Context: an optimization exercise on an open-source flow, tuned for small area and few clock cycles. The choices shown serve that exercise and are no tape-out recipe. Where RTL was checked, it was by simulation tests only, not by an equivalence proof against the original. Function not checked in run 1: the RTL went through the layout flow alone. Power is estimated from default activity; no workload was simulated.

$ cat flow/flow/run.sh
#!/bin/bash
set -euo pipefail
export CTS_ARGS="-sink_clustering_enable -repair_clock_nets -dont_use_dummy_load -buf_list sky130_fd_sc_hd__clkbuf_16 -sink_clustering_size 40 -sink_clustering_max_diameter 60"
bash standard.sh > standard.log 2>&1
$ cat flow/design.v
package accel_pkg;
    localparam int DATA_W = 8;
    localparam int ACC_W  = 32;
    localparam int N_ROWS = 4;
    localparam int N_COLS = 4;
    localparam int BUF_DEPTH = 16;
    localparam int BUF_AW    = $clog2(BUF_DEPTH);
    localparam int TX_CREDITS_INIT = 4;
    localparam int RING_LEN = BUF_DEPTH + 1;
    localparam int SUM_W = 20;
    localparam int RUN_LEN = RING_LEN * N_COLS;
    localparam logic [3:0] CMD_CSR_WR   = 4'h0;
    localparam logic [3:0] CMD_CSR_RD   = 4'h1;
    localparam logic [3:0] CMD_BUF_WR_A = 4'h2;
    localparam logic [3:0] CMD_BUF_WR_B = 4'h3;
    localparam logic [3:0] CMD_RD_OUT   = 4'h4;
    localparam logic [3:0] CMD_START    = 4'h5;
    localparam logic [3:0] CMD_ABORT    = 4'h6;
    localparam logic [3:0] CMD_STATUS   = 4'h7;
endpackage
import accel_pkg::*;
module packet_rx (
    input  logic        clk,
    input  logic        rst_n,
    input  logic        i_rx_valid,
    input  logic [7:0]  i_rx_data,
    output logic [7:0]  o_cmd,         
    output logic [3:0]  o_addr,        
    output logic        o_addr_hi0,    
    output logic        o_last,        
    output logic        o_first_start, 
    output logic [31:0] o_word         
);
    logic [2:0]  r_pos;
    logic [23:0] r_stage;
    assign o_last        = i_rx_valid && (r_pos == 3'd6);
    assign o_first_start = i_rx_valid && (r_pos == 3'd0) && (i_rx_data[7:4] == CMD_START);
    assign o_word        = {i_rx_data, r_stage};
    always_ff @(posedge clk) begin
        if (!rst_n) begin
            r_pos <= 3'd0;
        end else if (i_rx_valid) begin
            r_pos <= (r_pos == 3'd6) ? 3'd0 : r_pos + 3'd1;
        end
    end
    always_ff @(posedge clk) begin
        if (i_rx_valid && (r_pos == 3'd0)) o_cmd <= i_rx_data;
        if (i_rx_valid && (r_pos == 3'd1)) begin
            o_addr     <= i_rx_data[3:0];
            o_addr_hi0 <= (i_rx_data[7:4] == 4'd0);
        end
        if (i_rx_valid && (r_pos >= 3'd3) && (r_pos <= 3'd5)) begin
            r_stage <= {i_rx_data, r_stage[23:8]};
        end
    end
endmodule
import accel_pkg::*;
module csr_regs (
    input  logic        clk,
    input  logic        rst_n,
    input  logic        i_wr,         
    input  logic [3:0]  i_addr,
    input  logic        i_addr_hi0,
    input  logic [31:0] i_wdata,
    input  logic        i_run_done,   
    output logic [4:0]  o_k_len,
    output logic [31:0] o_run_count,
    output logic [31:0] o_rdata       
);
    logic w_is_k;
    logic w_is_cnt;
    logic w_big;
    logic [32:0] w_carry;
    logic [31:0] w_count_next;
    assign w_carry[0] = i_run_done;
    for (genvar i = 0; i < 32; i++) begin : g_inc
        assign w_count_next[i] = o_run_count[i] ^ w_carry[i];
        assign w_carry[i+1]    = o_run_count[i] & w_carry[i];
    end
    assign w_is_k   = i_addr_hi0 && (i_addr == 4'h0);
    assign w_is_cnt = i_addr_hi0 && (i_addr == 4'h1);
    assign w_big    = (|i_wdata[31:5]) || (i_wdata[4] && (|i_wdata[3:0]));
    always_ff @(posedge clk) begin
        if (!rst_n) begin
            o_k_len     <= 5'd1;
            o_run_count <= '0;
        end else begin
            if (i_wr && w_is_k) begin
                o_k_len <= w_big ? 5'd16 : i_wdata[4:0];
            end
            o_run_count <= w_count_next;
        end
    end
    always_comb begin
        o_rdata = '0;
        if (w_is_k)   o_rdata = {27'd0, o_k_len};
        if (w_is_cnt) o_rdata = o_run_count;
    end
endmodule
import accel_pkg::*;
module operand_buffer (
    input  logic        clk,
    input  logic        rst_n,
    input  logic        i_wr,         
    input  logic        i_wr_b,       
    input  logic [3:0]  i_waddr,
    input  logic [31:0] i_wdata,
    output logic [4:0]  o_phase,      
    output logic        o_pending,    
    output logic [31:0] o_a_row,
    output logic [31:0] o_b_row
);
    localparam int L = RING_LEN;
    logic [31:0] r_a [L];
    logic [31:0] r_b [L];
    logic        r_pend;
    logic        r_pend_b;
    logic [3:0]  r_waddr;
    logic [31:0] r_wdata;
    logic [4:0]  r_phase;
    logic [5:0] w_s0, w_s6, w_s12;
    logic [4:0] w_r0, w_r6, w_r12;
    assign w_s0  = {1'b0, r_phase} + 6'd1;
    assign w_s6  = {1'b0, r_phase} + 6'd7;
    assign w_s12 = {1'b0, r_phase} + 6'd13;
    assign w_r0  = (w_s0  >= 6'd17) ? 5'(w_s0  - 6'd17) : w_s0[4:0];
    assign w_r6  = (w_s6  >= 6'd17) ? 5'(w_s6  - 6'd17) : w_s6[4:0];
    assign w_r12 = (w_s12 >= 6'd17) ? 5'(w_s12 - 6'd17) : w_s12[4:0];
    logic w_ins0, w_ins6, w_ins12;
    assign w_ins0  = r_pend && (w_r0  == {1'b0, r_waddr});
    assign w_ins6  = r_pend && (w_r6  == {1'b0, r_waddr});
    assign w_ins12 = r_pend && (w_r12 == {1'b0, r_waddr});
    always_ff @(posedge clk) begin
        if (!rst_n) begin
            r_phase <= '0;
            r_pend  <= 1'b0;
        end else begin
            r_phase <= (r_phase == 5'(L - 1)) ? 5'd0 : r_phase + 5'd1;
            if (i_wr) begin
                r_pend <= 1'b1;
            end else if (w_ins0 || w_ins6 || w_ins12) begin
                r_pend <= 1'b0;
            end
        end
    end
    always_ff @(posedge clk) begin
        if (i_wr) begin
            r_pend_b <= i_wr_b;
            r_waddr  <= i_waddr;
            r_wdata  <= i_wdata;
        end
    end
    always_ff @(posedge clk) begin
        for (int j = 0; j < L; j++) begin
            if ((j == 0 && w_ins0) || (j == 6 && w_ins6) || (j == 12 && w_ins12)) begin
                r_a[j] <= r_pend_b ? r_a[(j + 1) % L] : r_wdata;
                r_b[j] <= r_pend_b ? r_wdata : r_b[(j + 1) % L];
            end else begin
                r_a[j] <= r_a[(j + 1) % L];
                r_b[j] <= r_b[(j + 1) % L];
            end
        end
    end
    assign o_phase   = r_phase;
    assign o_pending = r_pend;
    assign o_a_row   = r_a[0];
    assign o_b_row   = r_b[0];
endmodule
import accel_pkg::*;
module mac_engine (
    input  logic        clk,
    input  logic        rst_n,
    input  logic        i_start_req,   
    input  logic        i_start,       
    input  logic        i_abort,       
    input  logic        i_wr_pending,  
    input  logic [4:0]  i_k_len,
    input  logic [4:0]  i_phase,       
    input  logic [31:0] i_a_row,
    input  logic [31:0] i_b_row,
    input  logic [3:0]  i_sel,         
    output logic        o_cap,         
    output logic [31:0] o_result,      
    output logic        o_busy,
    output logic        o_done,
    output logic        o_done_set     
);
    localparam int W = SUM_W;
    logic          r_run;       
    logic          r_sent;      
    logic          r_req;       
    logic [6:0]    r_cnt;
    logic [2:0]    r_clr;       
    logic [1:0]    r_col;       
    logic [W-1:0]  r_acc [4][4];   
    logic          w_start;
    logic          w_last;
    logic          w_row_en;
    logic [7:0]    w_b;
    logic [W-1:0]  w_sum [4];
    assign w_start  = (r_req || i_start_req) && !r_run && !i_wr_pending;
    assign w_last   = r_run && (r_cnt == 7'(RUN_LEN - 1));
    assign w_row_en = r_run && ((i_phase < i_k_len) || (i_phase == 5'd0));
    assign w_b      = w_row_en ? i_b_row[8*r_col +: 8] : 8'd0;
    for (genvar r = 0; r < 4; r++) begin : g_mac
        mac_unit u_mac (
            .a(i_a_row[8*r +: 8]), .b(w_b),
            .c((r_clr != 3'd0) ? W'(0) : r_acc[r][3]),
            .y(w_sum[r])
        );
    end
    always_ff @(posedge clk) begin
        if (!rst_n) begin
            r_run  <= 1'b0;
            r_sent <= 1'b0;
            r_req  <= 1'b0;
            r_cnt  <= '0;
            r_clr  <= 3'd4;
            r_col  <= '0;
            o_done <= 1'b0;
        end else begin
            r_col  <= r_col + 2'd1;
            o_done <= 1'b0;
            if (r_clr != 3'd0) r_clr <= r_clr - 3'd1;
            if (r_run) r_cnt <= r_cnt + 7'd1;
            if (i_start) r_sent <= 1'b1;
            if (i_abort) begin
                r_run  <= 1'b0;
                r_sent <= 1'b0;
                r_req  <= 1'b0;
                r_clr  <= 3'd4;
            end else begin
                if (i_start_req) r_req <= 1'b1;
                if (w_start) begin
                    r_req <= 1'b0;
                    r_run <= 1'b1;
                    r_cnt <= '0;
                    r_clr <= 3'd4;
                end else if (w_last) begin
                    r_run  <= 1'b0;
                    r_sent <= 1'b0;
                    o_done <= 1'b1;
                end
            end
        end
    end
    always_ff @(posedge clk) begin
        for (int r = 0; r < 4; r++) begin
            r_acc[r][0] <= w_sum[r];
            r_acc[r][1] <= r_acc[r][0];
            r_acc[r][2] <= r_acc[r][1];
            r_acc[r][3] <= r_acc[r][2];
        end
    end
    assign o_done_set = w_last && !i_abort;
    assign o_busy     = r_sent;
    assign o_cap      = (r_col == i_sel[1:0]);
    assign o_result   = {{(32-W){r_acc[i_sel[3:2]][3][W-1]}}, r_acc[i_sel[3:2]][3]};
endmodule
module mac_unit (
    input  logic [7:0]   a,
    input  logic [7:0]   b,
    input  logic [19:0]  c,
    output logic [19:0]  y
);
    wire n1 = (a[0] & b[0]);
    wire n2 = (a[0] & b[1]);
    wire n3 = (a[1] & b[0]);
    wire n4 = (a[0] & b[2]);
    wire n5 = (a[1] & b[1]);
    wire n6 = (a[2] & b[0]);
    wire n7 = (a[0] & b[3]);
    wire n8 = (a[1] & b[2]);
    wire n9 = (a[2] & b[1]);
    wire n10 = (a[3] & b[0]);
    wire n11 = (a[0] & b[4]);
    wire n12 = (a[1] & b[3]);
    wire n13 = (a[2] & b[2]);
    wire n14 = (a[3] & b[1]);
    wire n15 = (a[4] & b[0]);
    wire n16 = (a[0] & b[5]);
    wire n17 = (a[1] & b[4]);
    wire n18 = (a[2] & b[3]);
    wire n19 = (a[3] & b[2]);
    wire n20 = (a[4] & b[1]);
    wire n21 = (a[5] & b[0]);
    wire n22 = (a[0] & b[6]);
    wire n23 = (a[1] & b[5]);
    wire n24 = (a[2] & b[4]);
    wire n25 = (a[3] & b[3]);
    wire n26 = (a[4] & b[2]);
    wire n27 = (a[5] & b[1]);
    wire n28 = (a[6] & b[0]);
    wire n29 = ~(a[0] & b[7]);
    wire n30 = (a[1] & b[6]);
    wire n31 = (a[2] & b[5]);
    wire n32 = (a[3] & b[4]);
    wire n33 = (a[4] & b[3]);
    wire n34 = (a[5] & b[2]);
    wire n35 = (a[6] & b[1]);
    wire n36 = ~(a[7] & b[0]);
    wire n37 = ~(a[1] & b[7]);
    wire n38 = (a[2] & b[6]);
    wire n39 = (a[3] & b[5]);
    wire n40 = (a[4] & b[4]);
    wire n41 = (a[5] & b[3]);
    wire n42 = (a[6] & b[2]);
    wire n43 = ~(a[7] & b[1]);
    wire n44 = ~(a[2] & b[7]);
    wire n45 = (a[3] & b[6]);
    wire n46 = (a[4] & b[5]);
    wire n47 = (a[5] & b[4]);
    wire n48 = (a[6] & b[3]);
    wire n49 = ~(a[7] & b[2]);
    wire n50 = ~(a[3] & b[7]);
    wire n51 = (a[4] & b[6]);
    wire n52 = (a[5] & b[5]);
    wire n53 = (a[6] & b[4]);
    wire n54 = ~(a[7] & b[3]);
    wire n55 = ~(a[4] & b[7]);
    wire n56 = (a[5] & b[6]);
    wire n57 = (a[6] & b[5]);
    wire n58 = ~(a[7] & b[4]);
    wire n59 = ~(a[5] & b[7]);
    wire n60 = (a[6] & b[6]);
    wire n61 = ~(a[7] & b[5]);
    wire n62 = ~(a[6] & b[7]);
    wire n63 = ~(a[7] & b[6]);
    wire n64 = (a[7] & b[7]);
    wire n65 = n16 ^ n17;
    wire n66 = n16 & n17;
    wire n67 = n22 ^ n23 ^ n24;
    wire n68 = (n22 & n23) | (n22 & n24) | (n23 & n24);
    wire n69 = n25 ^ n26;
    wire n70 = n25 & n26;
    wire n71 = n29 ^ n30 ^ n31;
    wire n72 = (n29 & n30) | (n29 & n31) | (n30 & n31);
    wire n73 = n32 ^ n33 ^ n34;
    wire n74 = (n32 & n33) | (n32 & n34) | (n33 & n34);
    wire n75 = n35 ^ n36;
    wire n76 = n35 & n36;
    wire n77 = n37 ^ n38 ^ n39;
    wire n78 = (n37 & n38) | (n37 & n39) | (n38 & n39);
    wire n79 = n40 ^ n41 ^ n42;
    wire n80 = (n40 & n41) | (n40 & n42) | (n41 & n42);
    wire n81 = n43 ^ 1'b1 ^ c[8];
    wire n82 = (n43 & 1'b1) | (n43 & c[8]) | (1'b1 & c[8]);
    wire n83 = n44 ^ n45 ^ n46;
    wire n84 = (n44 & n45) | (n44 & n46) | (n45 & n46);
    wire n85 = n47 ^ n48 ^ n49;
    wire n86 = (n47 & n48) | (n47 & n49) | (n48 & n49);
    wire n87 = n50 ^ n51 ^ n52;
    wire n88 = (n50 & n51) | (n50 & n52) | (n51 & n52);
    wire n89 = n7 ^ n8;
    wire n90 = n7 & n8;
    wire n91 = n11 ^ n12 ^ n13;
    wire n92 = (n11 & n12) | (n11 & n13) | (n12 & n13);
    wire n93 = n14 ^ n15;
    wire n94 = n14 & n15;
    wire n95 = n65 ^ n18 ^ n19;
    wire n96 = (n65 & n18) | (n65 & n19) | (n18 & n19);
    wire n97 = n20 ^ n21 ^ c[5];
    wire n98 = (n20 & n21) | (n20 & c[5]) | (n21 & c[5]);
    wire n99 = n66 ^ n67 ^ n69;
    wire n100 = (n66 & n67) | (n66 & n69) | (n67 & n69);
    wire n101 = n27 ^ n28 ^ c[6];
    wire n102 = (n27 & n28) | (n27 & c[6]) | (n28 & c[6]);
    wire n103 = n68 ^ n70 ^ n71;
    wire n104 = (n68 & n70) | (n68 & n71) | (n70 & n71);
    wire n105 = n73 ^ n75 ^ c[7];
    wire n106 = (n73 & n75) | (n73 & c[7]) | (n75 & c[7]);
    wire n107 = n72 ^ n74 ^ n76;
    wire n108 = (n72 & n74) | (n72 & n76) | (n74 & n76);
    wire n109 = n77 ^ n79 ^ n81;
    wire n110 = (n77 & n79) | (n77 & n81) | (n79 & n81);
    wire n111 = n78 ^ n80 ^ n82;
    wire n112 = (n78 & n80) | (n78 & n82) | (n80 & n82);
    wire n113 = n83 ^ n85 ^ c[9];
    wire n114 = (n83 & n85) | (n83 & c[9]) | (n85 & c[9]);
    wire n115 = n84 ^ n86 ^ n87;
    wire n116 = (n84 & n86) | (n84 & n87) | (n86 & n87);
    wire n117 = n53 ^ n54 ^ c[10];
    wire n118 = (n53 & n54) | (n53 & c[10]) | (n54 & c[10]);
    wire n119 = n88 ^ n55 ^ n56;
    wire n120 = (n88 & n55) | (n88 & n56) | (n55 & n56);
    wire n121 = n57 ^ n58 ^ c[11];
    wire n122 = (n57 & n58) | (n57 & c[11]) | (n58 & c[11]);
    wire n123 = n59 ^ n60 ^ n61;
    wire n124 = (n59 & n60) | (n59 & n61) | (n60 & n61);
    wire n125 = n4 ^ n5;
    wire n126 = n4 & n5;
    wire n127 = n89 ^ n9 ^ n10;
    wire n128 = (n89 & n9) | (n89 & n10) | (n9 & n10);
    wire n129 = n90 ^ n91 ^ n93;
    wire n130 = (n90 & n91) | (n90 & n93) | (n91 & n93);
    wire n131 = n92 ^ n94 ^ n95;
    wire n132 = (n92 & n94) | (n92 & n95) | (n94 & n95);
    wire n133 = n96 ^ n98 ^ n99;
    wire n134 = (n96 & n98) | (n96 & n99) | (n98 & n99);
    wire n135 = n100 ^ n102 ^ n103;
    wire n136 = (n100 & n102) | (n100 & n103) | (n102 & n103);
    wire n137 = n104 ^ n106 ^ n107;
    wire n138 = (n104 & n106) | (n104 & n107) | (n106 & n107);
    wire n139 = n108 ^ n110 ^ n111;
    wire n140 = (n108 & n110) | (n108 & n111) | (n110 & n111);
    wire n141 = n112 ^ n114 ^ n115;
    wire n142 = (n112 & n114) | (n112 & n115) | (n114 & n115);
    wire n143 = n116 ^ n118 ^ n119;
    wire n144 = (n116 & n118) | (n116 & n119) | (n118 & n119);
    wire n145 = n120 ^ n122 ^ n123;
    wire n146 = (n120 & n122) | (n120 & n123) | (n122 & n123);
    wire n147 = n124 ^ n62 ^ n63;
    wire n148 = (n124 & n62) | (n124 & n63) | (n62 & n63);
    wire n149 = n2 ^ n3;
    wire n150 = n2 & n3;
    wire n151 = n125 ^ n6 ^ c[2];
    wire n152 = (n125 & n6) | (n125 & c[2]) | (n6 & c[2]);
    wire n153 = n126 ^ n127 ^ c[3];
    wire n154 = (n126 & n127) | (n126 & c[3]) | (n127 & c[3]);
    wire n155 = n128 ^ n129 ^ c[4];
    wire n156 = (n128 & n129) | (n128 & c[4]) | (n129 & c[4]);
    wire n157 = n130 ^ n131 ^ n97;
    wire n158 = (n130 & n131) | (n130 & n97) | (n131 & n97);
    wire n159 = n132 ^ n133 ^ n101;
    wire n160 = (n132 & n133) | (n132 & n101) | (n133 & n101);
    wire n161 = n134 ^ n135 ^ n105;
    wire n162 = (n134 & n135) | (n134 & n105) | (n135 & n105);
    wire n163 = n136 ^ n137 ^ n109;
    wire n164 = (n136 & n137) | (n136 & n109) | (n137 & n109);
    wire n165 = n138 ^ n139 ^ n113;
    wire n166 = (n138 & n139) | (n138 & n113) | (n139 & n113);
    wire n167 = n140 ^ n141 ^ n117;
    wire n168 = (n140 & n141) | (n140 & n117) | (n141 & n117);
    wire n169 = n142 ^ n143 ^ n121;
    wire n170 = (n142 & n143) | (n142 & n121) | (n143 & n121);
    wire n171 = n144 ^ n145 ^ c[12];
    wire n172 = (n144 & n145) | (n144 & c[12]) | (n145 & c[12]);
    wire n173 = n146 ^ n147 ^ c[13];
    wire n174 = (n146 & n147) | (n146 & c[13]) | (n147 & c[13]);
    wire n175 = n148 ^ n64 ^ c[14];
    wire n176 = (n148 & n64) | (n148 & c[14]) | (n64 & c[14]);
    wire n177 = 1'b1 ^ c[15];
    wire n178 = 1'b1 & c[15];
    wire n179 = 1'b1 ^ c[16];
    wire n180 = 1'b1 & c[16];
    wire n181 = 1'b1 ^ c[17];
    wire n182 = 1'b1 & c[17];
    wire n183 = 1'b1 ^ c[18];
    wire n184 = 1'b1 & c[18];
    wire n185 = 1'b1 ^ c[19];
    wire n186 = 1'b1 & c[19];
    wire n187 = n1 ^ c[0];
    wire n188 = n1 & c[0];
    wire n189 = n149 ^ c[1] ^ n188;
    wire n190 = (n149 & c[1]) | (n149 & n188) | (c[1] & n188);
    wire n191 = n150 ^ n151 ^ n190;
    wire n192 = (n150 & n151) | (n150 & n190) | (n151 & n190);
    wire n193 = n152 ^ n153 ^ n192;
    wire n194 = (n152 & n153) | (n152 & n192) | (n153 & n192);
    wire n195 = n154 ^ n155 ^ n194;
    wire n196 = (n154 & n155) | (n154 & n194) | (n155 & n194);
    wire n197 = n156 ^ n157 ^ n196;
    wire n198 = (n156 & n157) | (n156 & n196) | (n157 & n196);
    wire n199 = n158 ^ n159 ^ n198;
    wire n200 = (n158 & n159) | (n158 & n198) | (n159 & n198);
    wire n201 = n160 ^ n161 ^ n200;
    wire n202 = (n160 & n161) | (n160 & n200) | (n161 & n200);
    wire n203 = n162 ^ n163 ^ n202;
    wire n204 = (n162 & n163) | (n162 & n202) | (n163 & n202);
    wire n205 = n164 ^ n165 ^ n204;
    wire n206 = (n164 & n165) | (n164 & n204) | (n165 & n204);
    wire n207 = n166 ^ n167 ^ n206;
    wire n208 = (n166 & n167) | (n166 & n206) | (n167 & n206);
    wire n209 = n168 ^ n169 ^ n208;
    wire n210 = (n168 & n169) | (n168 & n208) | (n169 & n208);
    wire n211 = n170 ^ n171 ^ n210;
    wire n212 = (n170 & n171) | (n170 & n210) | (n171 & n210);
    wire n213 = n172 ^ n173 ^ n212;
    wire n214 = (n172 & n173) | (n172 & n212) | (n173 & n212);
    wire n215 = n174 ^ n175 ^ n214;
    wire n216 = (n174 & n175) | (n174 & n214) | (n175 & n214);
    wire n217 = n176 ^ n177 ^ n216;
    wire n218 = (n176 & n177) | (n176 & n216) | (n177 & n216);
    wire n219 = n178 ^ n179 ^ n218;
    wire n220 = (n178 & n179) | (n178 & n218) | (n179 & n218);
    wire n221 = n180 ^ n181 ^ n220;
    wire n222 = (n180 & n181) | (n180 & n220) | (n181 & n220);
    wire n223 = n182 ^ n183 ^ n222;
    wire n224 = (n182 & n183) | (n182 & n222) | (n183 & n222);
    wire n225 = n184 ^ n185 ^ n224;
    wire n226 = (n184 & n185) | (n184 & n224) | (n185 & n224);
    assign y[0] = n187;
    assign y[1] = n189;
    assign y[2] = n191;
    assign y[3] = n193;
    assign y[4] = n195;
    assign y[5] = n197;
    assign y[6] = n199;
    assign y[7] = n201;
    assign y[8] = n203;
    assign y[9] = n205;
    assign y[10] = n207;
    assign y[11] = n209;
    assign y[12] = n211;
    assign y[13] = n213;
    assign y[14] = n215;
    assign y[15] = n217;
    assign y[16] = n219;
    assign y[17] = n221;
    assign y[18] = n223;
    assign y[19] = n225;
endmodule
import accel_pkg::*;
module resp_tx (
    input  logic        clk,
    input  logic        rst_n,
    input  logic        i_req,        
    input  logic        i_req_rd,     
    input  logic [7:0]  i_cmd,
    input  logic [3:0]  i_sel,        
    input  logic [31:0] i_word,       
    input  logic        i_cap,        
    input  logic [31:0] i_result,
    input  logic        i_tx_credit,
    output logic [3:0]  o_sel,        
    output logic        o_tx_valid,
    output logic [7:0]  o_tx_data
);
    logic        r_active;
    logic        r_wait;      
    logic [2:0]  r_idx;
    logic [3:0]  r_credits;
    logic [7:0]  r_cmd;
    logic [3:0]  r_sel;
    logic [31:0] r_word;
    logic        w_send;
    logic        w_take;
    assign o_sel      = i_req ? i_sel : r_sel;
    assign w_take     = (i_req && i_req_rd) || r_wait;
    assign o_tx_valid = r_active && (r_credits != 4'd0) && ((r_idx == 3'd0) || !r_wait);
    assign w_send     = o_tx_valid;
    always_comb begin
        case (r_idx)
            3'd0:    o_tx_data = r_cmd;
            3'd1:    o_tx_data = r_word[7:0];
            3'd2:    o_tx_data = r_word[15:8];
            3'd3:    o_tx_data = r_word[23:16];
            default: o_tx_data = r_word[31:24];
        endcase
    end
    always_ff @(posedge clk) begin
        if (!rst_n) begin
            r_active  <= 1'b0;
            r_wait    <= 1'b0;
            r_idx     <= '0;
            r_credits <= 4'(TX_CREDITS_INIT);
        end else begin
            if (i_req) begin
                r_active <= 1'b1;
                r_idx    <= '0;
                r_wait   <= i_req_rd && !i_cap;
            end else begin
                if (r_wait && i_cap) r_wait <= 1'b0;
                if (w_send) begin
                    r_idx <= r_idx + 3'd1;
                    if (r_idx == 3'd4) r_active <= 1'b0;
                end
            end
            r_credits <= r_credits + {3'd0, i_tx_credit} - {3'd0, w_send};
        end
    end
    always_ff @(posedge clk) begin
        if (i_req) begin
            r_cmd <= i_cmd;
            r_sel <= i_sel;
        end
        if (i_req && !i_req_rd) begin
            r_word <= i_word;
        end else if (w_take && i_cap) begin
            r_word <= i_result;
        end
    end
endmodule
import accel_pkg::*;
module accel_top #(
    parameter int N_ROWS          = accel_pkg::N_ROWS,
    parameter int N_COLS          = accel_pkg::N_COLS,
    parameter int BUF_AW          = accel_pkg::BUF_AW,
    parameter int TX_CREDITS_INIT = accel_pkg::TX_CREDITS_INIT
) (
    input  logic       clk,
    input  logic       rst_n,
    input  logic       i_rx_valid,
    input  logic [7:0] i_rx_data,
    output logic       o_tx_valid,
    output logic [7:0] o_tx_data,
    input  logic       i_tx_credit,
    output logic       o_busy,
    output logic       o_done
);
    logic [7:0]  cmd;
    logic [3:0]  addr;
    logic        addr_hi0;
    logic        last;
    logic        first_start;
    logic [31:0] word;
    logic [3:0]  typ;
    logic [4:0]  k_len;
    logic [31:0] run_count;
    logic [31:0] csr_rdata;
    logic [4:0]  phase;
    logic        wr_pending;
    logic [31:0] a_row;
    logic [31:0] b_row;
    logic [3:0]  sel;
    logic        cap;
    logic [31:0] result;
    logic        done_set;
    logic        req;
    logic        req_rd;
    logic [31:0] req_word;
    assign typ = cmd[7:4];
    packet_rx u_rx (
        .clk(clk), .rst_n(rst_n),
        .i_rx_valid(i_rx_valid), .i_rx_data(i_rx_data),
        .o_cmd(cmd), .o_addr(addr), .o_addr_hi0(addr_hi0),
        .o_last(last), .o_first_start(first_start), .o_word(word)
    );
    csr_regs u_csr (
        .clk(clk), .rst_n(rst_n),
        .i_wr(last && (typ == CMD_CSR_WR)), .i_addr(addr), .i_addr_hi0(addr_hi0),
        .i_wdata(word), .i_run_done(done_set),
        .o_k_len(k_len), .o_run_count(run_count), .o_rdata(csr_rdata)
    );
    operand_buffer u_buf (
        .clk(clk), .rst_n(rst_n),
        .i_wr(last && ((typ == CMD_BUF_WR_A) || (typ == CMD_BUF_WR_B))),
        .i_wr_b(typ[0]), .i_waddr(addr), .i_wdata(word),
        .o_phase(phase), .o_pending(wr_pending),
        .o_a_row(a_row), .o_b_row(b_row)
    );
    mac_engine u_mac (
        .clk(clk), .rst_n(rst_n),
        .i_start_req(first_start),
        .i_start(last && (typ == CMD_START)),
        .i_abort(last && (typ == CMD_ABORT)),
        .i_wr_pending(wr_pending), .i_k_len(k_len), .i_phase(phase),
        .i_a_row(a_row), .i_b_row(b_row), .i_sel(sel),
        .o_cap(cap), .o_result(result),
        .o_busy(o_busy), .o_done(o_done), .o_done_set(done_set)
    );
    assign req      = last && ((typ == CMD_CSR_RD) || (typ == CMD_RD_OUT) || (typ == CMD_STATUS));
    assign req_rd   = (typ == CMD_RD_OUT);
    assign req_word = (typ == CMD_STATUS) ? {31'd0, o_busy} : csr_rdata;
    resp_tx u_tx (
        .clk(clk), .rst_n(rst_n),
        .i_req(req), .i_req_rd(req_rd), .i_cmd(cmd), .i_sel(addr),
        .i_word(req_word), .i_cap(cap), .i_result(result),
        .i_tx_credit(i_tx_credit), .o_sel(sel),
        .o_tx_valid(o_tx_valid), .o_tx_data(o_tx_data)
    );
endmodule
$ cat flow/config.mk
export PLATFORM = sky130hd
export DESIGN_NAME = accel_top
export DESIGN_NICKNAME = accel_top
export VERILOG_FILES = /design/flow/design.v
export SDC_FILE = /design/flow/constraint.sdc
export NUM_CORES = 4
export LEC_CHECK = 0
export CAP_MARGIN = 20
export CORE_MARGIN = 2
export CORE_UTILIZATION = 40
export SLEW_MARGIN = 20
$ cat flow/standard.sh
#!/bin/bash
# synth_recipe.tcl (not shown) runs the flow's synth.tcl, then flattens the netlist and writes it again
# the make line also repeats each setting of config.mk as NAME=value (left out here)
make -C /OpenROAD-flow-scripts/flow DESIGN_CONFIG=/design/flow/config.mk WORK_HOME=/design/flow/orfs CLKGATE_MAP_FILE= SYNTH_SCRIPT=/design/flow/synth_recipe.tcl "${@:-finish}"
$ cat flow/constraint.sdc
create_clock -name core_clock -period 10.0 [get_ports {clk}]
set_input_delay 2.0000 -clock core_clock [delete_from_list [all_inputs] [get_ports {clk}]]
set_output_delay 2.0000 -clock core_clock [all_outputs]
set_load 0.01 [all_outputs]
==> results of run 1 <==
-- Yosys cell counts, types with 5 or more instances --
cell / number
buf_2: 22
dfxtp_1: 1483
and2_1: 250
ha_1: 90
nand3b_1: 5
inv_1: 324
clkbuf_1: 61
xnor2_1: 16
a221oi_1: 19
fa_1: 265
buf_1: 6
a222oi_1: 8
a22o_1: 20
nor4_1: 12
a21o_1: 20
nand3_1: 15
mux2_2: 129
a21oi_1: 29
nand2_1: 184
mux2_1: 8
o21ai_0: 38
nor2b_1: 12
mux4_2: 8
xor2_1: 19
edfxtp_1: 114
mux2i_1: 7
nor3_1: 9
nor2_1: 57
mux2_4: 60
and3_1: 5
nand2b_1: 12
a211oi_1: 10
buf_6: 6
-- state kept, by name (all words and copies together), names as in the netlist, 5 cells and up --
register and count:
u_buf.r_a 544, u_tx.r_word 32, u_buf.r_wdata 32, u_mac.r_cnt 7
u_csr.o_k_len 5, u_buf.r_b 544, u_csr.o_run_count 32, u_tx.r_cmd 8
u_rx.r_stage 24, u_rx.o_cmd 8, u_mac.r_acc 320, u_buf.r_phase 5
-- metal layers --
layer  vias to the layer above  GRT usage [%]  wire (um)
met1                     11140           20.6      43000
met3                       134           2.21       2880
met2                       307           21.4      37400
met4                         0           3.71       2070
met5                         -              0          0
li1                      10809              -          -
-- per-stage QoR --
stage / util (%) / std cells / area (um^2) / setup slack (ns)
finish: 44.0 / 5079 / 53300 / 0.570
global route: 44.0 / 5079 / 53300 / 0.144
CTS: 44.0 / 5077 / 53300 / 0.230
detailed placement: 42.1 / 4986 / 51000 / 0.158
global placement: 42.1 / 4986 / 51000 / 0.356
floorplan: - / 3393 / 48700 / 0.934
-- worst max path at each step --
stage	to	slack, ns	cells after the start
detailed placement	u_mac.r_acc[12][18]	0.16	33
finish	u_mac.r_acc[12][18]	0.57	32
floorplan	u_mac.r_acc[0][18]	0.93	30
global placement	u_mac.r_acc[12][18]	0.36	33
CTS	u_mac.r_acc[12][18]	0.23	33
global route	u_mac.r_acc[8][18]	0.14	33
-- final cells by class --
| cell class | count | area (um^2) | share of cell area (%) |
|---|---|---|---|
| Multi-Input combinational cell | 1375 | 14100 | 26.4 |
| Tap cell | 1625 | 2030 | 3.81 |
| Inverter | 324 | 1220 | 2.28 |
| Sequential cell | 1597 | 33100 | 62.1 |
| Clock buffer | 91 | 2280 | 4.27 |
| Timing Repair Buffer | 67 | 614 | 1.15 |
-- cells by family (layout without fill, tap and decap cells) --
family | count (synthesis) | count (layout)
AND/OR/NAND/NOR | 582 | 582
adder cells (fa/ha/maj) | 355 | 355
AO/OA/AOI/OAI | 191 | 191
XOR/XNOR | 35 | 35
multiplexers | 212 | 212
flip-flops | 1597 | 1597
buffers and inverters | 421 | 482
-- worst max-delay path, delay by kind of cell, from the launching register on --
kind / cells / cell delay, ns
adder cells (fa/ha/maj): 19 / 6.73
AO/OA/AOI/OAI: 5 / 1.33
buffers and inverters: 7 / 0.87
AND/OR/NAND/NOR: 1 / 0.15
flip-flops: 1 / 0.33
-- where the power goes --
part           total [mW]  switching, mW  internal, mW
clock                3.47           1.86          1.61
combinational       0.195          0.133        0.0622
sequential           6.45         0.0131          6.44
total                10.1           2.01          8.12
==> notes.md, run 1 <==
Total power: 10.1 mW
Initial drt markers: 1403
Maximum clock rate: 106 MHz
Routability cong.: 0.799
Clock latency on the worst-skew pair: 0.70 ns
Clock sinks: 1597
TNS Setup: 0 ns
CTS tree: yes
Worst EP required: 10.61 ns
Fin nets: 3823
Hold EP: u_buf.r_a[5][30]
Clock Pin Slew Worst Setup and Hold Paths: 0.12 ns
Top post-synthesis cells by area: dfxtp_1 (61%), fa_1 (11%), edfxtp_1 (7.0%), and2_1 (3.2%), mux2_2 (3.0%)
Reg2reg setup slack: 0.57 ns
Postcts setup bufs: 0
Seq cells post-synth: 1597
Min-delay src: u_buf.r_a[6][30]
Post-synthesis instance area: 48700 um^2
Power per cell area: 190 nW/um^2
Number of remaining DRC errors: 0
Crit path launch: u_csr.o_k_len[1]
DR vias: 22390
Synth area leader: dfxtp_1
Clock buffer depth: 3
Gr ovfl total: 0
Leak Pwr: 22.1 nW
WP data arrival: 10.04 ns
Core area: 121000 um^2
Die area: 125000 um^2
Syn_area_per_cell: 14.4 um^2
Final count of pins violating max slew: 0
First-pass GRT wire length: 135000 um
Num CTS Buffers: 91
Hpwl dp: 57500 um
Total wire length: 85300 um
Peak supply drop: 0.138 mV
Layout cells sized above 1: 10.5%
Commonest non-fill, non-tap cell in the layout: dfxtp_1
Die width: 353 um
Min-Delay Path Depth: 0
Largest family of logic cells by synthesized area: adder cells
Synthesis-to-layout area growth: 9.52%
Hold Slack: 0.242 ns
R2R Path End: u_mac.r_acc[12][18]
Adder-cell share of the synthesized area: 13.2%
Synth unique cells: 76
Hold_buf cts: 0
CTS resizes: 0
Fillers: 10928
Antenna-violating nets left: 0
Die H: 353 um
Setup crit end kind: flop
Most common cell on crit path: fa_1
Setup-failing EPs final: 0
RSZ-0062 raised after global routing: no
Skew final: 0.102 ns
Synth top area share: 61.0%
Critical path's slowest cell: a211oi_4
FP Rows: 128
Drt wl/cell: 16.8 um
CP Max Fanout: 14
Most frequent cells in the layout: dfxtp_1 (1483), inv_1 (324), fa_1 (265)
Worst Reg-to-Reg Cells: 32
Final period util: 94.3%
Antenna violations before repair: 2
Detailed Routing Iterations Pass 1: 5
Mux cell area share after synthesis: 5.53%
Simple-gate share of the synthesized area: 6.30%
Root Driver: clkbuf_16
XOR/XNOR Fraction of Synth Area: 0.630%
Synth Warn #: 10
H-tree depth: 3
Most used DFF post-synth: dfxtp_1
Startpoint types: flop
Reg-to-reg startpoint: u_csr.o_k_len[1]
Total GRT Usage: 14.0%
Post-Syn Instances: 3393
CP peak stage delay: 0.61 ns
Slew HR: 28.4%
Total I/O pin count: 23
Diodes inserted: 0
Status: finished clean
Max Cap Viol: 0
Hold Vio Cnt, Final: 0
Post-synthesis sequential area ratio: 68.0%
Fin crit period: 9.43 ns
Number of I/O port buffers: 22
Asr flop ratio synth: 0%
Kind of critical path: reg -> reg
Post-synth EDFFs: 114
Synth Area in Compound Gates: 2.91%
Initial Utilization: 40.2%
Pin count of the biggest net entering global routing: 64
Syn Nets: 3760
Worst-Margin Slew: 1.07 ns
Via density per instance: 4.41
Vias in the first global route: 22724
Worst hold-check path type: reg -> reg
==> run 2: changes to the inputs <==
--- a/flow/design.v
+++ b/flow/design.v
@@ -195,12 +195,18 @@
     logic [W-1:0]  r_acc [4][4];   
     logic          w_start;
     logic          w_last;
+    logic          w_below;
+    logic [4:0]    w_k_top;
+    logic          r_fwd;       
     logic          w_row_en;
     logic [7:0]    w_b;
     logic [W-1:0]  w_sum [4];
     assign w_start  = (r_req || i_start_req) && !r_run && !i_wr_pending;
-    assign w_last   = r_run && (r_cnt == 7'(RUN_LEN - 1));
-    assign w_row_en = r_run && ((i_phase < i_k_len) || (i_phase == 5'd0));
+    assign w_below  = (i_phase < i_k_len) || (i_phase == 5'd0);
+    assign w_row_en = r_run && w_below;
+    assign w_k_top  = (i_k_len == 5'd0) ? 5'd0 : i_k_len - 5'd1;
+    assign w_last   = r_run && ((r_cnt == 7'(RUN_LEN - 1)) ||
+                                (r_fwd && (r_cnt >= 7'(RUN_LEN - RING_LEN)) && (i_phase == w_k_top)));
     assign w_b      = w_row_en ? i_b_row[8*r_col +: 8] : 8'd0;
     for (genvar r = 0; r < 4; r++) begin : g_mac
         mac_unit u_mac (
@@ -215,6 +221,7 @@
             r_sent <= 1'b0;
             r_req  <= 1'b0;
             r_cnt  <= '0;
+            r_fwd  <= 1'b0;
             r_clr  <= 3'd4;
             r_col  <= '0;
             o_done <= 1'b0;
@@ -223,6 +230,7 @@
             o_done <= 1'b0;
             if (r_clr != 3'd0) r_clr <= r_clr - 3'd1;
             if (r_run) r_cnt <= r_cnt + 7'd1;
+            if (r_run && (r_cnt == 7'd0)) r_fwd <= (i_phase == 5'd0) || !w_below;
             if (i_start) r_sent <= 1'b1;
             if (i_abort) begin
                 r_run  <= 1'b0;
==> flow/flow/run.sh (replaced) <==
#!/bin/bash
set -euo pipefail
export CTS_ARGS="-sink_clustering_enable -repair_clock_nets -dont_use_dummy_load -buf_list sky130_fd_sc_hd__clkbuf_8 -sink_clustering_size 20 -sink_clustering_max_diameter 50"
bash standard.sh > standard.log 2>&1
--- a/flow/config.mk
+++ b/flow/config.mk
@@ -7,5 +7,5 @@
 export LEC_CHECK = 0
 export CAP_MARGIN = 20
 export CORE_MARGIN = 2
-export CORE_UTILIZATION = 40
+export CORE_UTILIZATION = 65
 export SLEW_MARGIN = 20
==> run 2 against run 1 <==
Compared with the run above:
- flip-flop and latch count is 1 higher
- register-to-register slack lost 0.17 ns
- clock skew increased by 0.019 ns
- die area down 38%
- non-clock buffer count is 7 higher
- fmax down 1.8%
- critical endpoint is now u_mac.r_acc[8][18]
- clock-buffer cell count increased by 20
- sequential power hardly changed
- first-iteration DRC count decreased by 13%
- sequential share of layout area increased by 1.6 points
==> notes.md, run 2 <==
Status: finished clean (unchanged)
Synth top cells by count: dfxtp_1 (1484), inv_1 (328), fa_1 (265) (was dfxtp_1 (1483), inv_1 (324), fa_1 (265))
First-pass GRT wire length: 140000 um (was 135000 um)
Most used DFF post-synth: dfxtp_1 (unchanged)
Net Switching: 1.92 mW (was 2.01 mW)
Largest family of logic cells by synthesized area: adder cells (unchanged)
Top-count cell post-synth: dfxtp_1 (unchanged)
Mux cell area share after synthesis: 6.42% (was 5.53%)
Antenna violations before repair: 2 (unchanged)
Setup-failing EPs final: 0 (unchanged)
CTS tree: yes (unchanged)
Skew final: 0.121 ns (was 0.102 ns)
Asr flop ratio synth: 0% (unchanged)
Peak supply drop: 0.175 mV (was 0.138 mV)
Max Cap Viol: 0 (unchanged)
Setup crit end kind: flop (unchanged)
CP delay by family, top: adder cells (unchanged)
Synth Area in Compound Gates: 2.42% (was 2.91%)
Syn_area_per_cell: 14.5 um^2 (was 14.4 um^2)
Via density per instance: 5.14 (was 4.41)
Worst-Margin Slew: 1.01 ns (was 1.07 ns)
H-tree depth: 3 (unchanged)
Synth area leader: dfxtp_1 (unchanged)
Number of remaining DRC errors: 0 (unchanged)
Drt wl/cell: 19.7 um (was 16.8 um)
Pint: 7.50 mW (was 8.12 mW)
Final Worst Setup Slack: 0.396 ns (was 0.570 ns)
Syn Nets: 3756 (was 3760)
CP peak stage delay: 0.55 ns (was 0.61 ns)
Initial drt markers: 1226 (was 1403)
Critical path's slowest cell: fa_1 (was a211oi_4)
Core area: 74600 um^2 (was 121000 um^2)
Worst hold-check path type: reg -> reg (unchanged)
Synth unique cells: 73 (was 76)
Top post-synthesis cells by area: dfxtp_1 (61%), fa_1 (11%), edfxtp_1 (7.0%), and2_1 (3.2%), mux2_2 (3.0%) (unchanged)
Slew HR: 33.0% (was 28.4%)
Synthesis-to-layout area growth: 6.32% (was 9.52%)
Final period util: 96.0% (was 94.3%)
Post-synthesis instance area: 49000 um^2 (was 48700 um^2)
Clock sinks: 1598 (was 1597)
Combinational fraction of design power: 2.1% (was 1.9%)
Maximum clock rate: 104 MHz (was 106 MHz)
Final count of pins violating max slew: 0 (unchanged)
Sequential Power Share: 68.7% (was 63.8%)
Post-synth EDFFs: 114 (unchanged)
Placed cell count: 4333 (was 4986)
Fin crit period: 9.60 ns (was 9.43 ns)
FP Rows: 100 (was 128)
Die width: 278 um (was 353 um)
WP data arrival: 10.27 ns (was 10.04 ns)
Detailed Routing Iterations Pass 1: 6 (was 5)
Kind of critical path: reg -> reg (unchanged)
Die area: 77500 um^2 (was 125000 um^2)
Post-Syn Instances: 3387 (was 3393)
Hold_buf cts: 0 (unchanged)
CP Max Fanout: 24 (was 14)
Root Driver: clkbuf_8 (was clkbuf_16)
Total wire length: 87600 um (was 85300 um)
Clock latency on the worst-skew pair: 0.76 ns (was 0.70 ns)
Number of I/O port buffers: 22 (unchanged)
Total GRT Usage: 23.7% (was 14.0%)
DP Worst Slack: 0.162 ns (was 0.158 ns)
Post-synthesis sequential area ratio: 67.7% (was 68.0%)
Hpwl dp: 60200 um (was 57500 um)
Worst EP required: 10.67 ns (was 10.61 ns)
Die H: 278 um (was 353 um)
Power per cell area: 181 nW/um^2 (was 190 nW/um^2)
Leak Pwr: 22.0 nW (was 22.1 nW)
Startpoint types: flop (unchanged)
XOR/XNOR Fraction of Synth Area: 0.680% (was 0.630%)
Clock Pin Slew Worst Setup and Hold Paths: 0.11 ns (was 0.12 ns)
Initial Utilization: 65.7% (was 40.2%)
Routability cong.: 0.873 (was 0.799)
Seq cells post-synth: 1598 (was 1597)
Commonest non-fill, non-tap cell in the layout: dfxtp_1 (unchanged)
Postcts setup bufs: 0 (unchanged)
Synth Warn #: 10 (unchanged)
Buf/Inv on CP: 6 (was 7)
CTS resizes: 0 (unchanged)
Antenna-violating nets left: 0 (unchanged)
RSZ-0062 raised after global routing: no (unchanged)
Clock buffer depth: 3 (unchanged)
Pin count of the biggest net entering global routing: 61 (was 64)
Part of the power in the clock network: 29.2% (was 34.3%)
Simple-gate share of the synthesized area: 6.25% (was 6.30%)
TNS Setup: 0 ns (unchanged)
Most frequent cells in the layout: dfxtp_1 (1484), inv_1 (328), fa_1 (265) (was dfxtp_1 (1483), inv_1 (324), fa_1 (265))
Biggest regs: u_buf.r_a x544, u_buf.r_b x544, u_mac.r_acc x320 (unchanged)
Num CTS Buffers: 111 (was 91)
Gr ovfl total: 0 (unchanged)
Vias in the first global route: 24391 (was 22724)
Fin nets: 3850 (was 3823)
Synth top area share: 60.7% (was 61.0%)
Adder-cell share of the synthesized area: 13.2% (about the same)
Most common cell on crit path: fa_1 (unchanged)
Layout cells sized above 1: 11.7% (was 10.5%)
Post-Layout Cell Count: 4450 (was 5079)
Switching share of power: 20.4% (was 19.8%)
DR vias: 22864 (was 22390)
Hold Vio Cnt, Final: 0 (unchanged)
Total I/O pin count: 23 (unchanged)
run 2: metrics by stage:
stage / hold WS, ns / total power [mW] / area (um^2) / utilization [%]
floorplan: 0.310 / 6.73 / 49000 / -
detailed placement: 0.312 / 6.82 / 50500 / 67.7
CTS: 0.239 / 9.51 / 52000 / 69.7
global route: 0.232 / 9.76 / 52100 / 69.8
finish: 0.241 / 9.42 / 52100 / 69.8
global placement: 0.310 / 6.81 / 50500 / 67.7
run 2: final cells by class:
cell class,instances,area (um^2)
Sequential cell,1598,33100
Fill cell,5133,22500
Multi-Input combinational cell,1367,14300
Clock buffer,111,1530
Inverter,329,1230
Tap cell,969,1210
Timing Repair Buffer,74,643
Antenna cell,2,5.00
run 2: cells by family (layout without fill, tap and decap cells):
family | count (synthesis) | after routing
flip-flops | 1598 | 1598
AND/OR/NAND/NOR | 572 | 572
buffers and inverters | 422 | 514
adder cells (fa/ha/maj) | 357 | 357
multiplexers | 236 | 236
AO/OA/AOI/OAI | 164 | 164
XOR/XNOR | 38 | 38
other | 0 | 2
run 2: power by group through the flow:
stage | clock network (mW) | registers, mW | logic [mW]
final | 2.75 | 6.47 | 0.201
after global routing | 3.07 | 6.48 | 0.221
after CTS | 2.84 | 6.47 | 0.202
after detailed placement | 0 | 6.62 | 0.201
after global placement | 0 | 6.62 | 0.194
after floorplan | 0 | 6.61 | 0.128
run 2: path summary, 6_finish.rpt:
path	slack, ns	from	endpoint	depth (start not counted)
min	0.24	u_mac.r_acc[8][8]	u_mac.r_acc[9][8]	0
max	0.40	u_csr.o_k_len[1]	u_mac.r_acc[8][18]	31
max reg2reg	0.40	u_csr.o_k_len[1]	u_mac.r_acc[8][18]	31
min reg2reg	0.24	u_mac.r_acc[8][8]	u_mac.r_acc[9][8]	0
run 2: routing by layer:
| layer | global-route usage, % | share of wire [%] | vias to the layer above |
|---|---|---|---|
| met2 | 38.3 | 47 | 401 |
| met4 | 7.64 | 3.3 | 0 |
| met5 | 0 | 0 | - |
| met3 | 3.11 | 3.4 | 141 |
| li1 | - | - | 10835 |
| met1 | 33.5 | 47 | 11487 |
Testbench counts of run 2, summed over its fixed seeds: cycles 45,586.
==> run 3: changes to the inputs <==
--- a/flow/config.mk
+++ b/flow/config.mk
@@ -5,7 +5,8 @@
 export SDC_FILE = /design/flow/constraint.sdc
 export NUM_CORES = 4
 export LEC_CHECK = 0
+export ABC_AREA = 1
 export CAP_MARGIN = 20
 export CORE_MARGIN = 2
-export CORE_UTILIZATION = 65
+export CORE_UTILIZATION = 40
 export SLEW_MARGIN = 20
==> run 3 against run 2 <==
Compared with the run above:
- cell area up 0.32%
- global-route usage down 8.0 points
- register-to-register slack better by 0.02 ns
- clock power up 1%
- final cell count up 28%
- critical path depth down 1
- power up 1.2%
- via count up 13%
- non-clock buffer count down 4
- synthesized cell count up 18%
- die area up 60%
==> notes.md, run 3 <==
Setup-failing EPs final: 0 (unchanged)
WP data arrival: 10.29 ns (was 10.27 ns)
Seq cells post-synth: 1598 (unchanged)
TNS Setup: 0 ns (unchanged)
Synth top area share: 61.2% (was 60.7%)
Placed cell area: 50700 um^2 (was 50500 um^2)
CP peak stage delay: 0.53 ns (was 0.55 ns)
Initial drt markers: 1872 (was 1226)
Most frequent cells in the layout: dfxtp_1 (1484), nand2_1 (509), inv_1 (500) (was dfxtp_1 (1484), inv_1 (328), fa_1 (265))
Clock buffer depth: 3 (unchanged)
Skew final: 0.141 ns (was 0.121 ns)
Post-synth EDFFs: 114 (unchanged)
Antenna violations before repair: 3 (was 2)
Commonest non-fill, non-tap cell in the layout: dfxtp_1 (unchanged)
Final Cell Area: 52200 um^2 (was 52100 um^2)
Syn_area_per_cell: 12.1 um^2 (was 14.5 um^2)
Synth Warn #: 10 (unchanged)
Asr flop ratio synth: 0% (unchanged)
Final period util: 95.8% (was 96.0%)
Synthesis-to-layout area growth: 7.52% (was 6.32%)
Number of I/O port buffers: 22 (unchanged)
Status: finished clean (unchanged)
Maximum clock rate: 104 MHz (about the same)
Total wire length: 96600 um (was 87600 um)
Buf/Inv on CP: 7 (was 6)
Setup crit end kind: flop (unchanged)
Critical path's slowest cell: fa_1 (unchanged)
Synth top cells by count: dfxtp_1 (1484), nand2_1 (511), inv_1 (502) (was dfxtp_1 (1484), inv_1 (328), fa_1 (265))
Pin count of the biggest net entering global routing: 75 (was 61)
Clock sinks: 1598 (unchanged)
Top post-synthesis cells by area: dfxtp_1 (61%), fa_1 (11%), edfxtp_1 (7.0%), nand2_1 (3.9%), inv_1 (3.9%) (was dfxtp_1 (61%), fa_1 (11%), edfxtp_1 (7.0%), and2_1 (3.2%), mux2_2 (3.0%))
Total GRT Usage: 15.6% (was 23.7%)
Syn Nets: 4374 (was 3756)
Die width: 352 um (was 278 um)
Core area: 120000 um^2 (was 74600 um^2)
Fin crit period: 9.58 ns (was 9.60 ns)
Antenna-violating nets left: 0 (unchanged)
DR vias: 25777 (was 22864)
Total I/O pin count: 23 (unchanged)
Peak supply drop: 0.126 mV (was 0.175 mV)
RSZ-0062 raised after global routing: no (unchanged)
Most common cell on crit path: fa_1 (unchanged)
Clock latency on the worst-skew pair: 0.81 ns (was 0.76 ns)
Synth area leader: dfxtp_1 (unchanged)
Gr ovfl total: 0 (unchanged)
Routability cong.: 0.900 (was 0.873)
Num CTS Buffers: 111 (unchanged)
Top-count cell post-synth: dfxtp_1 (unchanged)
Fillers: 11325 (was 5133)
Slew HR: 26.7% (was 33.0%)
Detailed Routing Iterations Pass 1: 5 (was 6)
Hpwl dp: 66300 um (was 60200 um)
Post-Syn Instances: 4005 (was 3387)
Die H: 352 um (was 278 um)
Max Cap Viol: 0 (unchanged)
Synth unique cells: 50 (was 73)
Drt wl/cell: 17.0 um (was 19.7 um)
Number of remaining DRC errors: 0 (unchanged)
Worst EP required: 10.71 ns (was 10.67 ns)
CTS tree: yes (unchanged)
Hold Vio Cnt, Final: 0 (unchanged)
Total power: 9.54 mW (was 9.42 mW)
Layout cells sized above 1: 5.31% (was 11.7%)
Startpoint types: flop (unchanged)
Initial Utilization: 40.4% (was 65.7%)
First-pass GRT wire length: 151000 um (was 140000 um)
Worst-Margin Slew: 1.10 ns (was 1.01 ns)
Final count of pins violating max slew: 0 (unchanged)
Root Driver: clkbuf_8 (unchanged)
Vias in the first global route: 25675 (was 24391)
H-tree depth: 3 (unchanged)
Post-synthesis instance area: 48600 um^2 (was 49000 um^2)
Most used DFF post-synth: dfxtp_1 (unchanged)
CP delay by family, top: adder cells (unchanged)
Worst hold-check path type: reg -> reg (unchanged)
Power per cell area: 183 nW/um^2 (was 181 nW/um^2)
Fin nets: 4437 (was 3850)
CP Max Fanout: 21 (was 24)
Clock Pin Slew Worst Setup and Hold Paths: 0.11 ns (about the same)
Leak Pwr: 21.0 nW (was 22.0 nW)
FP Rows: 127 (was 100)
Kind of critical path: reg -> reg (unchanged)
Post-synthesis sequential area ratio: 68.2% (was 67.7%)
Via density per instance: 4.54 (was 5.14)
Biggest regs: u_buf.r_a x544, u_buf.r_b x544, u_mac.r_acc x320 (unchanged)
Die area: 124000 um^2 (was 77500 um^2)
## run 3: changes by cell type after synthesis, sizes merged, moves of 19 or more
cell	change
a21o	-19
buf	+36
nor2	+229
inv	+185
nand3	+49
nand2	+355
o21ai	+367
mux2	-195
mux4	-24
and2	-251
## run 3: path summary, 6_finish.rpt
path                            cells after the start                 end  slack (ns)        startpoint
worst max-delay path                               30  u_mac.r_acc[8][18]        0.42  u_csr.o_k_len[2]
worst min-delay path                                0     u_buf.r_b[7][4]        0.22   u_buf.r_b[8][4]
worst max register to register                     30  u_mac.r_acc[8][18]        0.42  u_csr.o_k_len[2]
worst min register to register                      0     u_buf.r_b[7][4]        0.22   u_buf.r_b[8][4]
## run 3: per-stage QoR
stage	hold WS, ns	cells	setup slack [ns]	util, %
3_3_place_gp	0.310	5567	0.319	42.2
6_report	0.224	5682	0.420	43.5
2_1_floorplan	0.310	4005	1.16	-
4_1_cts	0.212	5678	0.300	43.5
5_1_grt	0.193	5680	0.101	43.5
3_5_place_dp	0.312	5567	0.204	42.2
## run 3: area by class of cell
type                    count  area (um^2)  share of cell area, %
inverters                 518         1950                   3.73
clock buffers             111         1530                   2.93
multi-input cells        1769        13000                   24.8
flip-flops and latches   1598        33100                   63.4
diodes                      4         10.0                 0.0192
repair buffers             70          631                   1.21
well taps                1612         2020                   3.86
## run 3: repair_timing
item,in CTS,in global routing
setup endpoints to repair,0,1
hold buffers,0,0
setup buffers,0,0
resized for setup,0,1
## run 3: cell families after synthesis
logic type / Yosys count / synth area share, %
buf+inv: 638 / 5.20
simple gates: 918 / 7.64
xor+xnor: 18 / 0.340
compound gates: 476 / 5.33
flops: 1598 / 68.2
fa+ha+maj: 357 / 13.3
## run 3: worst reg2reg max path, delay by kind of cell (launching register included)
family | cells | cell delay [ns]
adder cells (fa/ha/maj) | 18 | 7.05
AND/OR/NAND/NOR | 2 | 0.30
flip-flops | 1 | 0.42
buffers and inverters | 7 | 0.96
AO/OA/AOI/OAI | 3 | 0.87
## run 3: report_power, final
part           internal [mW]  switching [mW]  leakage [nW]
logic                 0.0677           0.174          7.20
registers               6.48          0.0259          13.0
clock network          0.990            1.80         0.798
total                   7.54            2.00          21.0
## run 3: routing by layer
layer / routed length, um / vias up / track usage (%) / part of all wire [%]
li1: - / 12454 / - / -
met1: 46800 / 12639 / 22.6 / 48
met2: 42000 / 519 / 23.6 / 44
met3: 4230 / 165 / 2.20 / 4.4
met4: 3500 / 0 / 6.30 / 3.6
met5: 0 / - / 0 / 0
==> run 4: changes to the inputs <==
--- a/flow/config.mk
+++ b/flow/config.mk
@@ -5,7 +5,6 @@
 export SDC_FILE = /design/flow/constraint.sdc
 export NUM_CORES = 4
 export LEC_CHECK = 0
-export ABC_AREA = 1
 export CAP_MARGIN = 20
 export CORE_MARGIN = 2
 export CORE_UTILIZATION = 40
==> run 4 against run 3 <==
Compared with the run above:
- still clean on timing, DRC and antenna
- global-route usage decreased by 1.2 points
- power increased by 1.5%
- register-to-register slack about the same
- critical path type unchanged
- largest power group unchanged
- highest routed layer unchanged
==> notes.md, run 4 <==
Die area: 125000 um^2 (was 124000 um^2)
Top-count cell post-synth: dfxtp_1 (unchanged)
Synthesis-to-layout area growth: 8.61% (was 7.52%)
R2R Path End: u_mac.r_acc[0][18] (was u_mac.r_acc[8][18])
Seq cells post-synth: 1598 (unchanged)
Most used DFF post-synth: dfxtp_1 (unchanged)
Clock Pin Slew Worst Setup and Hold Paths: 0.11 ns (about the same)
Routability cong.: 0.820 (was 0.900)
Die width: 354 um (was 352 um)
Post-synthesis sequential area ratio: 67.7% (was 68.2%)
Num CTS Buffers: 130 (was 111)
Hpwl dp: 60100 um (was 66300 um)
Peak supply drop: 0.127 mV (was 0.126 mV)
Hold Vio Cnt, Final: 0 (unchanged)
Min-delay src: u_buf.r_a[5][25] (was u_buf.r_b[8][4])
CTS tree: yes (unchanged)
Gr ovfl total: 0 (unchanged)
Placed cell area: 51300 um^2 (was 50700 um^2)
Power per cell area: 182 nW/um^2 (was 183 nW/um^2)
TNS Setup: 0 ns (unchanged)
Synth top area share: 60.7% (was 61.2%)
Number of I/O port buffers: 22 (unchanged)
Detailed Routing Iterations Pass 1: 7 (was 5)
Synth top cells by count: dfxtp_1 (1484), inv_1 (328), fa_1 (265) (was dfxtp_1 (1484), nand2_1 (511), inv_1 (502))
Antenna-violating nets left: 0 (unchanged)
Pin count of the biggest net entering global routing: 61 (was 75)
FP Rows: 128 (was 127)
RSZ-0062 raised after global routing: no (unchanged)
Placed cell count: 4994 (was 5567)
Top post-synthesis cells by area: dfxtp_1 (61%), fa_1 (11%), edfxtp_1 (7.0%), and2_1 (3.2%), mux2_2 (3.0%) (was dfxtp_1 (61%), fa_1 (11%), edfxtp_1 (7.0%), nand2_1 (3.9%), inv_1 (3.9%))
Fillers: 10941 (was 11325)
Reg-to-reg startpoint: u_csr.o_k_len[1] (was u_csr.o_k_len[2])
Worst hold-check path type: reg -> reg (unchanged)
Final count of pins violating max slew: 0 (unchanged)
Post-synth EDFFs: 114 (unchanged)
Startpoint types: flop (unchanged)
Syn_area_per_cell: 14.5 um^2 (was 12.1 um^2)
Total GRT Usage: 14.5% (was 15.6%)
Post-Layout Cell Count: 5132 (was 5682)
Worst EP required: 10.73 ns (was 10.71 ns)
Fin nets: 3874 (was 4437)
Commonest non-fill, non-tap cell in the layout: dfxtp_1 (unchanged)
Setup crit end kind: flop (unchanged)
Min-Delay Path Depth: 0 (unchanged)
Initial Utilization: 40.3% (was 40.4%)
Max Cap Viol: 0 (unchanged)
Leak Pwr: 22.0 nW (was 21.0 nW)
Synth unique cells: 73 (was 50)
Via density per instance: 4.41 (was 4.54)
Most common cell on crit path: fa_1 (unchanged)
Final Cell Area: 53200 um^2 (was 52200 um^2)
Critical path's slowest cell: fa_1 (unchanged)
Asr flop ratio synth: 0% (unchanged)
Clock latency on the worst-skew pair: 0.85 ns (was 0.81 ns)
Number of remaining DRC errors: 0 (unchanged)
Worst-Margin Slew: 0.984 ns (was 1.10 ns)
Core area: 122000 um^2 (was 120000 um^2)
H-tree depth: 4 (was 3)
CTS resizes: 0 (unchanged)
Clock buffer depth: 3 (unchanged)
Status: finished clean (unchanged)
CP Max Fanout: 9 (was 21)
First-pass GRT wire length: 139000 um (was 151000 um)
Layout cells sized above 1: 12.3% (was 5.31%)
Synth area leader: dfxtp_1 (unchanged)
Die H: 354 um (was 352 um)
Initial drt markers: 1243 (was 1872)
Syn Nets: 3756 (was 4374)
Kind of critical path: reg -> reg (unchanged)
Vias in the first global route: 23237 (was 25675)
Most frequent cells in the layout: dfxtp_1 (1484), inv_1 (328), fa_1 (265) (was dfxtp_1 (1484), nand2_1 (509), inv_1 (500))
Post-Syn Instances: 3387 (was 4005)
Hold EP: u_buf.r_a[4][25] (was u_buf.r_b[7][4])
CP peak stage delay: 0.56 ns (was 0.53 ns)
Reg2reg setup slack: 0.41 ns (was 0.42 ns)
Skew final: 0.142 ns (was 0.141 ns)
Synth Warn #: 10 (unchanged)
Worst Reg-to-Reg Cells: 30 (unchanged)
Root Driver: clkbuf_8 (unchanged)
Antenna violations before repair: 6 (was 3)
Fin crit period: 9.59 ns (was 9.58 ns)
WP data arrival: 10.32 ns (was 10.29 ns)
DR vias: 22639 (was 25777)
Maximum clock rate: 104 MHz (about the same)
Post-synthesis instance area: 49000 um^2 (was 48600 um^2)
Slew HR: 34.4% (was 26.7%)
Total wire length: 87900 um (was 96600 um)
Drt wl/cell: 17.1 um (was 17.0 um)
Total I/O pin count: 23 (unchanged)
Clock sinks: 1598 (unchanged)
Final period util: 95.9% (was 95.8%)
Setup-failing EPs final: 0 (unchanged)
Biggest regs: u_buf.r_a x544, u_buf.r_b x544, u_mac.r_acc x320 (unchanged)
## run 4: how the worst max path moves through the flow
stage | endpoint | slack, ns | from
6_report | u_mac.r_acc[0][18] | 0.41 | u_csr.o_k_len[1]
5_1_grt | u_mac.r_acc[0][18] | 0.03 | u_csr.o_k_len[1]
4_1_cts | u_mac.r_acc[0][18] | 0.23 | u_csr.o_k_len[1]
3_5_place_dp | u_mac.r_acc[0][18] | 0.22 | u_csr.o_k_len[1]
3_3_place_gp | u_mac.r_acc[0][18] | 0.42 | u_csr.o_k_len[1]
2_1_floorplan | u_mac.r_acc[0][18] | 0.99 | u_buf.r_phase[0]
## run 4: kinds of logic (layout without fill, tap and decap cells)
group	count (synthesis)	count (layout)	share of synthesized area [%]
multiplexers	236	236	6.42
AND/OR/NAND/NOR	572	572	6.25
other	0	4	0
XOR/XNOR	38	38	0.680
buffers and inverters	422	538	3.38
adder cells (fa/ha/maj)	357	357	13.2
flip-flops	1598	1598	67.7
AO/OA/AOI/OAI	164	164	2.42
## run 4: where the power goes
group	internal, mW	leakage, nW	total, mW	switching (mW)
clock network	1.16	0.935	3.01	1.84
logic	0.0650	8.14	0.204	0.139
registers	6.45	13.0	6.47	0.0201
total	7.68	22.0	9.68	2.00
## run 4: area by class of cell
class                      count  area (um^2)  share of cell area [%]
clock buffer                 130         1790                    3.36
antenna                        4         10.0                  0.0188
multi-input combinational   1367        14300                    26.9
timing repair buffer          79          681                    1.28
tap                         1625         2030                    3.82
inverter                     329         1230                    2.32
sequential                  1598        33100                    62.3
## run 4: worst max-delay path, delay by kind of cell, from the launching register on
| kind | cells | cell delay, ns |
|---|---|---|
| compound gates | 5 | 1.19 |
| fa+ha+maj | 19 | 7.11 |
| buf+inv | 5 | 0.70 |
| flops | 1 | 0.38 |
| simple gates | 1 | 0.14 |
## run 4: per-stage QoR
step / hold WS, ns / util, % / power [mW] / setup slack, ns
global route: 0.233 / 43.7 / 10.1 / 0.0302
floorplan: 0.310 / - / 6.73 / 0.991
detailed placement: 0.312 / 42.2 / 6.83 / 0.217
CTS: 0.226 / 43.7 / 9.81 / 0.233
finish: 0.237 / 43.8 / 9.68 / 0.409
global placement: 0.310 / 42.2 / 6.82 / 0.417
## run 4: repair_timing
| item | in CTS | in global routing |
|---|---|---|
| hold endpoints to repair | 0 | 0 |
| setup endpoints to repair | 0 | 3 |
| buffers inserted | 0 | 4 |
| hold buffers | 0 | 0 |
## run 4: layer usage
metal  vias up  track usage (%)  share of wire (%)
met3       128             2.52                3.8
li1      10879                -                  -
met5         -                0                  0
met4         0             4.64                2.4
met1     11281             20.7                 49
met2       351             22.3                 44

## port drivers added, routing unchanged
Ports are ideal in the flow. The routed layouts listed here were re-timed in OpenROAD. Step 1, drivers: a clkbuf_16 drives clk and a buf_2 each remaining input, both assumed. Step 2 times the ports against the registers' clock, not the clock port: input delays grow and output delays shrink by t, the midpoint of the rising clock arrivals with the driver on. Slacks: ideal / step 1 / step 2; pairs: ideal / step 1.
run | t, ns | slack for setup (ns) | worst setup path after step 2 | cell pins on the clock port's net
run 1 | 0.713 | 0.570 / 0.570 / 0.249 | input to register | 1
run 2 | 0.760 | 0.396 / 0.396 / 0.322 | input to register | 1
run 3 | 0.801 | 0.420 / 0.420 / 0.420 | register to register | 1
run 4 | 0.847 | 0.409 / 0.409 / 0.233 | input to register | 1
After both steps setup and hold are still met in every run listed. For run 1, which loses most, drivers alone change the setup slack by 0.000 ns; drivers and shift together by -0.321 ns.
